This is an optimization exercise on Yosys and OpenROAD, whose aim is small area, a short achievable clock period and few clock cycles per item, not a production implementation.
Only simulation tests tie the RTL to the original design; equivalence was not proved.
Power is estimated from default activity; no workload was simulated.

===== flow/design.v =====
package conv_pkg;
    localparam int RES_DEPTH = 16;
    localparam logic [1:0] ADR_OPERAND = 2'd0;
    localparam logic [1:0] ADR_RESULT  = 2'd1;
    localparam logic [1:0] ADR_STATUS  = 2'd2;
    localparam logic [1:0] ADR_CLEAR   = 2'd3;
    typedef struct packed {
        logic signed [15:0] psum;
        logic signed [7:0]  fltr;
        logic signed [7:0]  ifmap;
    } operand_t;
endpackage
module conv_acc
(
    input  logic        clk,
    input  logic        arst_n,
    input  logic        wb_cyc,
    input  logic        wb_stb,
    input  logic        wb_we,
    input  logic [1:0]  wb_adr,
    input  logic [31:0] wb_dat_i,
    output logic        wb_ack,
    output logic [31:0] wb_dat_o
);
    localparam int DEPTH = conv_pkg::RES_DEPTH;
    logic              req;
    logic              wr_operand;
    logic              rd_result;
    logic              wr_clear;
    logic              accept;
    logic              pop;
    logic              hit;
    logic              stage_v;
    conv_pkg::operand_t stage_op;
    logic signed [15:0] mac;
    logic [15:0]       mem [DEPTH];
    logic [3:0]        wptr;
    logic [3:0]        rptr;
    logic [4:0]        cnt;
    logic              overflow;
    logic              underflow;
    logic [15:0]       head;
    logic [3:0]        status;
    assign req        = wb_cyc && wb_stb;
    assign wb_ack     = req;
    assign wr_operand = req &&  wb_we && (wb_adr == conv_pkg::ADR_OPERAND);
    assign rd_result  = req && !wb_we && (wb_adr == conv_pkg::ADR_RESULT);
    assign wr_clear   = req &&  wb_we && (wb_adr == conv_pkg::ADR_CLEAR);
    assign accept = wr_operand && !cnt[4];
    assign hit    = (cnt > {4'd0, stage_v});
    assign pop    = rd_result && hit;
    always_ff @(posedge clk or negedge arst_n) begin
        if (!arst_n) begin
            stage_v   <= 1'b0;
            wptr      <= '0;
            rptr      <= '0;
            cnt       <= '0;
            overflow  <= 1'b0;
            underflow <= 1'b0;
        end else begin
            stage_v <= accept;
            if (stage_v) wptr <= wptr + 1'b1;
            if (pop)     rptr <= rptr + 1'b1;
            case ({accept, pop})
                2'b10:   cnt <= cnt + 1'b1;
                2'b01:   cnt <= cnt - 1'b1;
                default: cnt <= cnt;
            endcase
            if (wr_clear) begin
                overflow  <= 1'b0;
                underflow <= 1'b0;
            end else begin
                if (wr_operand && cnt[4]) overflow  <= 1'b1;
                if (rd_result && !hit)    underflow <= 1'b1;
            end
        end
    end
    always_ff @(posedge clk) begin
        stage_op <= conv_pkg::operand_t'(wb_dat_i);
    end
    assign mac = stage_op.psum + stage_op.ifmap * stage_op.fltr;
    always_ff @(posedge clk) begin
        if (stage_v) mem[wptr] <= mac;
    end
    assign head   = mem[rptr];
    assign status = {cnt != 5'd0, cnt == 5'd0, underflow, overflow};
    always_comb begin
        wb_dat_o = '0;
        case (wb_adr)
            conv_pkg::ADR_RESULT: wb_dat_o[15:0] = hit ? head : 16'd0;
            conv_pkg::ADR_STATUS: wb_dat_o[3:0]  = status;
            default:              wb_dat_o       = '0;
        endcase
    end
endmodule

===== flow/run.sh =====
#!/bin/bash
# synth_recipe.tcl (not shown) runs the flow's synth.tcl, then flattens the netlist and writes it again
# the make line also repeats each setting of config.mk as NAME=value (left out here)
make -C /OpenROAD-flow-scripts/flow DESIGN_CONFIG=/design/flow/config.mk WORK_HOME=/design/flow/orfs CLKGATE_MAP_FILE= SYNTH_SCRIPT=/design/flow/synth_recipe.tcl finish

===== flow/config.mk =====
export PLATFORM = sky130hd
export DESIGN_NAME = conv_acc
export DESIGN_NICKNAME = conv_acc
export VERILOG_FILES = /design/flow/design.v
export SDC_FILE = /design/flow/constraint.sdc
export NUM_CORES = 4
export LEC_CHECK = 0
export CAP_MARGIN = 20
export CORE_MARGIN = 2
export CORE_UTILIZATION = 40
export SLEW_MARGIN = 20

===== flow/constraint.sdc =====
create_clock -name core_clock -period 7.0 [get_ports {clk}]
set_input_delay 1.4000 -clock core_clock [delete_from_list [all_inputs] [get_ports {clk}]]
set_output_delay 1.4000 -clock core_clock [all_outputs]
set_load 0.01 [all_outputs]

==> impl_metrics.csv, run 1 <==
group,metric,value,unit
layout,n_antenna_cell,0,
synth,synth-seq-area-share,60.2,%
route,first_iter_violations,522,
cts,ctsResizeCount,0,
power,pwr-share-seq,42.1,%
grt,grt_pass1_vias,7679,
cts,clk_pin_slew,60,ps
cts,cts-root-buf,"clkbuf_16",
synth,synth_cells,862,
synth,yosysTopAreaCell,"edfxtp_1",
flow_run,max_cap_violations,0,
outcome,status,"timing/DRC/antenna clean",
timing,slew_headroom,26.3,%
setup_path,critPathCapture,"mem[15][15]",
setup_path,cp-startpoint,"stage_op[8]",
placement,place.gp.congestion,0.760,
setup_path,cpMostUsedCell,"fa_1",
timing,worst_pin_slew,1100,ps
setup_path,cp_cell_sequence,"and2_1 -> inv_1 -> fa_1 -> inv_1 -> fa_1 -> fa_1 -> fa_1 -> fa_1 -> ha_1 -> nand2_1 -> o21ai_1 -> o41ai_1 -> a31oi_1 -> xnor2_1",
synth,synth_top_area_share,53.1,%
route,dr_total_vias,7148,
grt,antenna_found_initial,0,
cts,tritoncts,"built",
synth,ys_warn_count,1,
layout,final_cell_count_no_fill,1427,
grt,grt_pass1_wl,45.1,mm
floorplan,row_count,69,
power,clkPwrFrac,20.1,%
cts,clockBufferDepth,3,
cts,cts_made_buffers,31,
layout,final_area,16600,um2
synth,synth.avg_cell_area,16.8,um2
setup_path,cp-start-kind,"flip-flop",
setup_path,crit_required,7210,ps
route,post_drt_wl_per_cell,19.7,um
layout,final_cell_mix,"edfxtp_1, inv_1, mux4_2",
power,p_switching,2.69,mW
grt,grt-ovfl-total,0,
floorplan,initial_core_util,40.6,%
grt,grtUsageTotal,15.5,%
setup_path,max_stage_delay,810,ps
floorplan,die_w,194,um
timing,final-hold-violation-count,0,
setup_path,r2r_slack,1130,ps
placement,dp_cells,1369,
route,drt-total-wl,28.1,mm
timing,totalNegativeSetupSlack,0,ps
timing,slew_violations,0,
floorplan,dieArea,37800,um2
timing,fin_crit,5870,ps
setup_path,cp_slowest_cell,"xnor2_1",
hold_path,hp-class,"flip-flop to flip-flop",
cts,clock_sinks,304,
setup_path,crit_family,"adder cells",
layout,final_nets,1103,
layout,drive_above_1_share,16.0,%
setup_path,crit_cells,14,
floorplan,die_h,194,um
timing,fmax,0.170,GHz
cts,post-cts-setup-buffers,0,
setup_path,worstRegToRegCells,14,
floorplan,io_pins,72,
cts,htree_levels,1,
setup_path,r2r-start,"stage_op[8]",
synth,ys_seq_elements,304,
timing,period_share,83.9,%
setup_path,cp_max_fo,16,
placement,io_buffers,55,
power,peakVddDrop,0.481,mV
route,routed_via_density,5.01,
floorplan,core,35700,um2
power,p_comb_share,37.7,%
power,p_per_area,479,nW/um2
setup_path,path_buf_inv,2,
setup_path,crit_arrival,6090,ps
placement,post-dp-hpwl,18.5,mm
route,ant_nets,0,
timing,rsz0062_at_grt,"no",
power,p_leak,6.06,nW
synth,synth_cell_types,44,
setup_path,reg2reg_to,"mem[15][15]",
layout,syn_to_final_growth,14.5,%
synth,synthTopCellsByArea,"edfxtp_1, mux4_2, fa_1",
cts,cts_hold_buf,0,
setup_path,criticalPathCategory,"flip-flop to flip-flop",
cts,worstSkewPairLatency,570,ps
route,drc,0,
setup_path,critPathCaptureType,"flip-flop",
synth,netlist_area,14500,um2
placement,dpl-instance-area,15600,um2
timing,finalSetupViolCount,0,
route,dr.pass1.iters,24,
power,p_int,5.26,mW
grt,grt_max_degree,45,
layout,layout_commonest_cell,"edfxtp_1",
timing,finClkSkew,21.3,ps
power,p_sw_share,33.8,%
[final cells by class]
cell class | count | area (um2)
clock inverter | 24 | 211
inverter | 98 | 368
timing repair buffer | 73 | 686
sequential | 304 | 8730
fill | 3104 | 19100
multi-input combinational | 433 | 5230
tap | 461 | 577
clock buffer | 34 | 787
[cells in the mapped netlist (all sizes together)]
cell,n
edfxtp,256
inv,98
mux4,80
fa,72
ha,51
nand2,47
and2,38
dfxtp,32
buf,26
xnor2,20
nor2,18
clkbuf,16
dfrtp,16
nor2b,15
o21ai,13
xor2,9
a21oi,6
and3,6
nand3,5
nor3,5
nand2b,4
a21o,3
a31oi,3
a211oi,2
nand4,2
o21a,2
o21bai,2
o41ai,2
or2,2
a2111oi,1
a41oi,1
conb,1
mux2,1
mux2i,1
nand3b,1
nor4,1
nor4b,1
o22ai,1
o311ai,1
or3,1
[worst min-delay path by stage]
stage                       from  slack, ps  depth (start not counted)     end
after floorplan           cnt[0]        470                          1  cnt[0]
after global placement    cnt[0]        490                          1  cnt[0]
after detailed placement  cnt[0]        490                          1  cnt[0]
after CTS                 cnt[0]        500                          1  cnt[0]
after global routing      cnt[0]        550                          1  cnt[0]
final                     cnt[0]        500                          1  cnt[0]
[per-stage QoR]
stage                     utilization, %  power (mW)  hold WS, ps  setup slack [ps]
after global routing                46.5        8.49          545               617
after detailed placement            43.7        6.42          489              1080
after floorplan                        -        5.42          468              1760
after CTS                           46.5        8.03          505              1040
final                               46.5        7.95          501              1130
after global placement              43.7        6.33          493              1220
[worst reg2reg max path, delay by kind of cell, from the launching register on]
family                     cells  cell delay (ps)
adders and majority gates      6             2740
xor gates and xnor gates       1              810
AOI/OAI and AO/OA              3              710
and+or+nand+nor                2              630
DFF                            1              460
buffers and inverters          2              170
[power groups by stage]
stage                     Combinational (mW)  Sequential (mW)  Clock, mW
after detailed placement                3.02             3.40          0
after global routing                    3.39             3.38       1.72
after CTS                               3.02             3.37       1.64
final                                   3.00             3.35       1.60
after floorplan                         2.16             3.26          0
after global placement                  2.93             3.40          0
[kinds of logic after synthesis]
group	count (synthesis)	share of synthesized area (%)
xor gates and xnor gates	29	1.75
DFF	304	60.2
AOI/OAI and AO/OA	37	1.60
and+or+nand+nor	146	5.12
buffers and inverters	140	4.32
muxes	82	12.6
adders and majority gates	123	14.4
other	1	0.0259
[registers in the layout (all words and copies together), names as in the netlist]
signal,count
mem,256
stage_op,32
cnt,5
rptr,4
wptr,4
overflow,1
stage_v,1
underflow,1
[layer usage]
metal	track usage [%]	share of wire, %	vias up
li1	-	-	3258
met4	3.25	1.7	0
met5	0	0	-
met3	2.08	4.7	34
met1	21.9	45	3701
met2	26.0	49	155
Testbench counts, summed over its fixed seeds: cycles 9,600, items 3,200.
==> inputs of run 2 (changes only) <==
--- a/flow/config.mk
+++ b/flow/config.mk
@@ -8,4 +8,6 @@
 export CAP_MARGIN = 20
 export CORE_MARGIN = 2
 export CORE_UTILIZATION = 40
+export SETUP_SLACK_MARGIN = 3.8
 export SLEW_MARGIN = 20
+export TNS_END_PERCENT = 100
==> run 2 against run 1 <==
Compared with the run above: still clean; clock skew shrank 2.9 ps; register-to-register slack better by 1300 ps; sequential power shrank 2%.
==> impl_metrics.csv, run 2 <==
group,metric,value,unit
layout,top_register,"mem",
cts,clk_pin_slew,60,ps
route,drt-total-wl,32.2,mm
route,post_drt_wl_per_cell,21.1,um
floorplan,dieArea,37800,um2
hold_path,whs_endpoint,"cnt[0]",
hold_path,hold_path_depth,1,
floorplan,die_w,194,um
route,dr_total_vias,7727,
placement,place.gp.congestion,0.797,
setup_path,crit_arrival,5050,ps
synth,synth-seq-area-share,60.2,%
layout,reg.largest.list,"mem (256), stage_op (32), cnt (5)",
layout,layout_commonest_cell,"edfxtp_1",
placement,dp_cells,1371,
cts,cts_hold_buf,0,
setup_path,critPathCaptureType,"flip-flop",
flow_run,max_cap_violations,0,
setup_path,crit_required,7440,ps
setup_path,cp_max_fo,8,
setup_path,cp-start-kind,"flip-flop",
synth,synth.avg_cell_area,16.8,um2
timing,finClkSkew,18.4,ps
cts,tritoncts,"built",
hold_path,worstHoldStart,"cnt[0]",
layout,largest_register_ffs,256,
hold_path,hp-class,"flip-flop to flip-flop",
layout,n_antenna_cell,0,
synth,synth_cell_types,44,
layout,syn_to_final_growth,29.3,%
synth,synth.most_common_cell,"edfxtp_1",
floorplan,io_pins,72,
floorplan,die_h,194,um
timing,rsz0062_at_grt,"yes",
synth,synth_top_area_share,53.1,%
synth,netlist_area,14500,um2
timing,slew_violations,0,
outcome,status,"timing/DRC/antenna clean",
timing,finalSetupViolCount,0,
synth,synth_edf_count,256,
timing,fmax,0.217,GHz
floorplan,core,35700,um2
grt,antenna_found_initial,0,
grt,grt_pass1_vias,8250,
synth,synth_cells,862,
floorplan,initial_core_util,40.6,%
synth,synth-main-ff-cell,"edfxtp_1",
timing,fin_crit,4610,ps
synth,ys_seq_elements,304,
cts,htree_levels,1,
power,p_per_area,596,nW/um2
synth,yosysTopAreaCell,"edfxtp_1",
setup_path,reg2reg_to,"mem[4][9]",
placement,io_buffers,55,
layout,final_cell_mix,"edfxtp_1, inv_1, mux4_2",
route,drc,0,
power,peakVddDrop,0.733,mV
cts,cts-root-buf,"clkbuf_16",
timing,final-hold-violation-count,0,
layout,final_cell_count_no_fill,1527,
cts,clock_sinks,304,
route,ant_nets,0,
power,finalPower,11.2,mW
route,routed_via_density,5.06,
cts,clockBufferDepth,3,
route,dr.pass1.iters,4,
synth,synthArstFlopShare,5.26,%
setup_path,r2r-start,"stage_op[3]",
layout,drive_above_1_share,36.2,%
synth,synthTopCellsByArea,"edfxtp_1, mux4_2, fa_1",
power,p_leak,7.03,nW
setup_path,worstRegToRegCells,15,
grt,grtUsageTotal,17.4,%
setup_path,criticalPathCategory,"flip-flop to flip-flop",
synth,synthTopCellsByCount,"edfxtp_1, inv_1, mux4_2",
grt,grt-ovfl-total,0,
timing,totalNegativeSetupSlack,0,ps
synth,ys_warn_count,1,
placement,post-dp-hpwl,18.6,mm
layout,final_nets,1205,
setup_path,r2r_slack,2390,ps
cts,cts_made_buffers,31,
route,first_iter_violations,491,
timing,holdWs,508,ps
timing,slew_headroom,47.6,%
floorplan,row_count,69,
grt,grt_max_degree,24,
cts,worstSkewPairLatency,580,ps
grt,grt_pass1_wl,49.5,mm
timing,period_share,65.8,%
setup_path,cp-startpoint,"stage_op[3]",
timing,worst_pin_slew,786,ps
-- run 2: changes by cell type in the layout (fill, tap and decap cells not counted), moves of 15 or more --
cell / before / now
ha_4: 0 / 20
clkdlybuf4s50_1: 55 / 33
dfxtp_1: 32 / 17
buf_12: 0 / 25
buf_4: 18 / 63
buf_6: 0 / 28
ha_1: 51 / 31
-- run 2: routing by layer --
layer / vias to the layer above / GRT usage (%) / share of wire, %
met3: 45 / 2.57 / 7.3
met1: 3984 / 22.5 / 38
met5: - / 0 / 0
met4: 0 / 3.79 / 2.0
li1: 3469 / - / -
met2: 229 / 31.3 / 52
-- run 2: timing repair --
| action | CTS | global route |
|---|---|---|
| gates resized for setup | 164 | 61 |
| gates cloned | 7 | 2 |
| endpoints found under the setup margin | 210 | 225 |
| setup buffers | 69 | 22 |
| pin swaps | 33 | 32 |
-- run 2: where the power goes --
group,switching (mW),internal (mW)
combinational,2.85,3.41
clock,0.675,0.954
sequential,0.0884,3.18
-- run 2: worst max-delay path by stage --
stage / endpoint / cells after the start / slack (ps)
floorplan: mem[0][15] / 14 / 2530
detailed placement: mem[1][15] / 13 / 2040
global route: mem[12][9] / 15 / 2240
finish: mem[4][9] / 15 / 2390
CTS: mem[6][10] / 16 / 2330
global placement: mem[0][15] / 13 / 2100
-- run 2: final cells by class --
cell class,instances,area [um2]
clock inverters,12,133
clock buffers,44,885
well taps,461,577
repair buffers,174,2020
flip-flops and latches,304,8780
fillers,2889,16900
multi-input cells,434,5970
inverters,98,372
-- run 2: critical path, cell delays in order, from the launching register on --
cell,delay (ps)
dfxtp_4,400
nand2_4,60
fa_1,510
fa_1,540
inv_1,50
fa_1,540
fa_1,430
fa_1,490
ha_4,350
nand2_4,60
o21ai_4,180
buf_6,140
o21a_1,180
nor2_4,60
xnor2_4,270
clkbuf_16,210
-- run 2: cells by family after synthesis --
logic type	Yosys count	synth area share, %
DFF	304	60.2
and+or+nand+nor	146	5.12
buffers and inverters	140	4.32
adders and majority gates	123	14.4
muxes	82	12.6
AOI/OAI and AO/OA	37	1.60
xor gates and xnor gates	29	1.75
other	1	0.0259
-- run 2: per-stage QoR --
step                      utilization [%]  setup slack, ps  area (um2)
final                                52.5             2390       18700
after global routing                 52.5             2240       18700
after CTS                            51.4             2330       18300
after detailed placement             44.7             2040       15900
after global placement               44.7             2100       15900
after floorplan                         -             2530       15000
==> inputs of run 3 (changes only) <==
--- a/flow/config.mk
+++ b/flow/config.mk
@@ -5,6 +5,7 @@
 export SDC_FILE = /design/flow/constraint.sdc
 export NUM_CORES = 4
 export LEC_CHECK = 0
+export ABC_CLOCK_PERIOD_IN_PS = 3000
 export CAP_MARGIN = 20
 export CORE_MARGIN = 2
 export CORE_UTILIZATION = 40
==> run 3 against run 2 <==
Compared with the run above: non-clock buffer count unchanged; final cell count unchanged; design area unchanged; sequential cell count unchanged; via count unchanged; die area unchanged; worst setup slack unchanged; critical path depth unchanged; critical path type unchanged.
==> impl_metrics.csv, run 3 <==
group,metric,value,unit
power,peakVddDrop,0.733,mV
layout,n_antenna_cell,0,
synth,ys_warn_count,1,
flow_run,max_cap_violations,0,
cts,cts_made_buffers,31,
layout,layout_commonest_cell,"edfxtp_1",
cts,cts_hold_buf,0,
synth,synth-main-ff-cell,"edfxtp_1",
hold_path,worstHoldStart,"cnt[0]",
layout,fillers,2889,
floorplan,initial_core_util,40.6,%
power,p_per_area,596,nW/um2
setup_path,cp_cell_sequence,"nand2_4 -> fa_1 -> fa_1 -> inv_1 -> fa_1 -> fa_1 -> fa_1 -> ha_4 -> nand2_4 -> o21ai_4 -> buf_6 -> o21a_1 -> nor2_4 -> xnor2_4 -> clkbuf_16",
layout,syn_to_final_growth,29.3,%
route,first_iter_violations,491,
grt,grt_max_degree,24,
timing,rsz0062_at_grt,"yes",
grt,grt_pass1_vias,8250,
synth,synthArstFlopShare,5.26,%
route,dr_total_vias,7727,
setup_path,criticalPathCategory,"flip-flop to flip-flop",
synth,synth.most_common_cell,"edfxtp_1",
setup_path,crit_required,7440,ps
cts,clk_pin_slew,60,ps
setup_path,cpMostUsedCell,"fa_1",
route,ant_nets,0,
power,p_leak,7.03,nW
timing,period_share,65.8,%
route,routed_via_density,5.06,
floorplan,die_h,194,um
synth,synth-seq-area-share,60.2,%
route,dr.pass1.iters,4,
timing,slew_headroom,47.6,%
floorplan,row_count,69,
timing,fin_crit,4610,ps
synth,synth_cell_types,44,
synth,synth.avg_cell_area,16.8,um2
outcome,status,"timing/DRC/antenna clean",
route,drc,0,
layout,top_register,"mem",
setup_path,path_buf_inv,3,
setup_path,cp_slowest_cell,"fa_1",
synth,yosysTopAreaCell,"edfxtp_1",
route,post_drt_wl_per_cell,21.1,um
floorplan,dieArea,37800,um2
timing,finalSetupViolCount,0,
layout,reg.largest.list,"mem (256), stage_op (32), cnt (5)",
power,finalPower,11.2,mW
timing,fmax,0.217,GHz
setup_path,critPathCaptureType,"flip-flop",
grt,antenna_found_initial,0,
timing,final-hold-violation-count,0,
hold_path,hp-class,"flip-flop to flip-flop",
floorplan,core,35700,um2
timing,finClkSkew,18.4,ps
setup_path,r2r-start,"stage_op[3]",
floorplan,die_w,194,um
layout,final_util,52.5,%
setup_path,crit_arrival,5050,ps
placement,io_buffers,55,
layout,largest_register_ffs,256,
timing,totalNegativeSetupSlack,0,ps
setup_path,cp-startpoint,"stage_op[3]",
setup_path,cp_max_fo,8,
synth,synth_top_area_share,53.1,%
layout,drive_above_1_share,36.2,%
synth,netlist_area,14500,um2
synth,synthTopCellsByArea,"edfxtp_1, mux4_2, fa_1",
cts,worstSkewPairLatency,580,ps
setup_path,crit_family,"adder cells",
timing,slew_violations,0,
placement,place.gp.congestion,0.797,
cts,clock_sinks,304,
layout,final_cell_mix,"edfxtp_1, inv_1, mux4_2",
synth,ys_seq_elements,304,
cts,clockBufferDepth,3,
setup_path,max_stage_delay,540,ps
route,drt-total-wl,32.2,mm
layout,final_nets,1205,
grt,grt_pass1_wl,49.5,mm
placement,post-dp-hpwl,18.6,mm
cts,tritoncts,"built",
setup_path,cp-start-kind,"flip-flop",
floorplan,io_pins,72,
cts,htree_levels,1,
cts,cts-root-buf,"clkbuf_16",
grt,grtUsageTotal,17.4,%
synth,synth_edf_count,256,
synth,synth_cells,862,
timing,worst_pin_slew,786,ps
synth,synthTopCellsByCount,"edfxtp_1, inv_1, mux4_2",
grt,grt-ovfl-total,0,
-- run 3: cell counts after synthesis --
No cell type changed its count.
-- run 3: path summary, 6_finish.rpt --
| path | end | slack [ps] | depth (start not counted) |
|---|---|---|---|
| min in group asynchronous | wptr[2] | 1260 | 1 |
| worst min register to register | cnt[0] | 510 | 1 |
| max in group asynchronous | rptr[2] | 5220 | 1 |
| worst min-delay path | cnt[0] | 510 | 1 |
| worst max-delay path | mem[4][9] | 2390 | 15 |
| worst max register to register | mem[4][9] | 2390 | 15 |
-- run 3: final cells by class --
class / instances / area, um2 / share of cell area, %
flip-flops and latches: 304 / 8780 / 46.9
clock inverters: 12 / 133 / 0.708
well taps: 461 / 577 / 3.08
inverters: 98 / 372 / 1.98
multi-input cells: 434 / 5970 / 31.8
repair buffers: 174 / 2020 / 10.8
clock buffers: 44 / 885 / 4.72
-- run 3: repair_timing --
action                                 CTS  global route
gates cloned                             7             2
buffers inserted                        69            22
gates resized for setup                164            61
setup endpoints to repair              210           225
pin swaps                               33            32
endpoints found under the hold margin    0             0
-- run 3: layer usage --
layer  track usage [%]  share of wire [%]  vias up
met5                 0                  0        -
met4              3.79                2.0        0
met3              2.57                7.3       45
met2              31.3                 52      229
met1              22.5                 38     3984
li1                  -                  -     3469
-- run 3: cell families after synthesis --
logic type / Yosys count / synth area share, %
buffers and inverters: 140 / 4.32
other: 1 / 0.0259
AOI/OAI and AO/OA: 37 / 1.60
muxes: 82 / 12.6
xor gates and xnor gates: 29 / 1.75
and+or+nand+nor: 146 / 5.12
adders and majority gates: 123 / 14.4
DFF: 304 / 60.2
-- run 3: power by group --
group / internal [mW] / switching, mW
Combinational: 3.41 / 2.85
Sequential: 3.18 / 0.0884
Clock: 0.954 / 0.675
Total: 7.54 / 3.61
-- run 3: through the flow --
step | std cells | cell area, um2 | setup WS [ps] | hold slack, ps
2_1_floorplan | 877 | 15000 | 2530 | 468
3_3_place_gp | 1371 | 15900 | 2100 | 491
3_5_place_dp | 1371 | 15900 | 2040 | 498
4_1_cts | 1503 | 18300 | 2330 | 510
5_1_grt | 1527 | 18700 | 2240 | 535
6_report | 1527 | 18700 | 2390 | 508

-- what the ideal ports hide --
No port has a modelled driver above. Below, the same layouts with a new extraction and two added sets of constraints.
Step 1, drivers: a clkbuf_16 drives clk and a buf_2 each remaining input, both assumed.
Step 2, shift: input delay + t, output delay - t, t = (earliest + latest rising clock arrival at the registers) / 2. This alone moves slack from input paths to output paths.
Slacks: no drivers / after step 1 / after step 2; pairs: no drivers / after step 1.
| run | shift t [ns] | setup slack, ns | clock arrival spread, ns | worst data-port slew with drivers (ns) |
|---|---|---|---|---|
| run 1 | 0.613 | 1.127 / 1.127 / 1.127 | 0.025 / 0.025 | 0.04 |
| run 2 | 0.616 | 2.395 / 2.395 / 2.395 | 0.018 / 0.018 | 0.04 |
| run 3 | 0.616 | 2.395 / 2.395 / 2.395 | 0.018 / 0.018 | 0.04 |
After both steps every run listed still meets setup and hold.
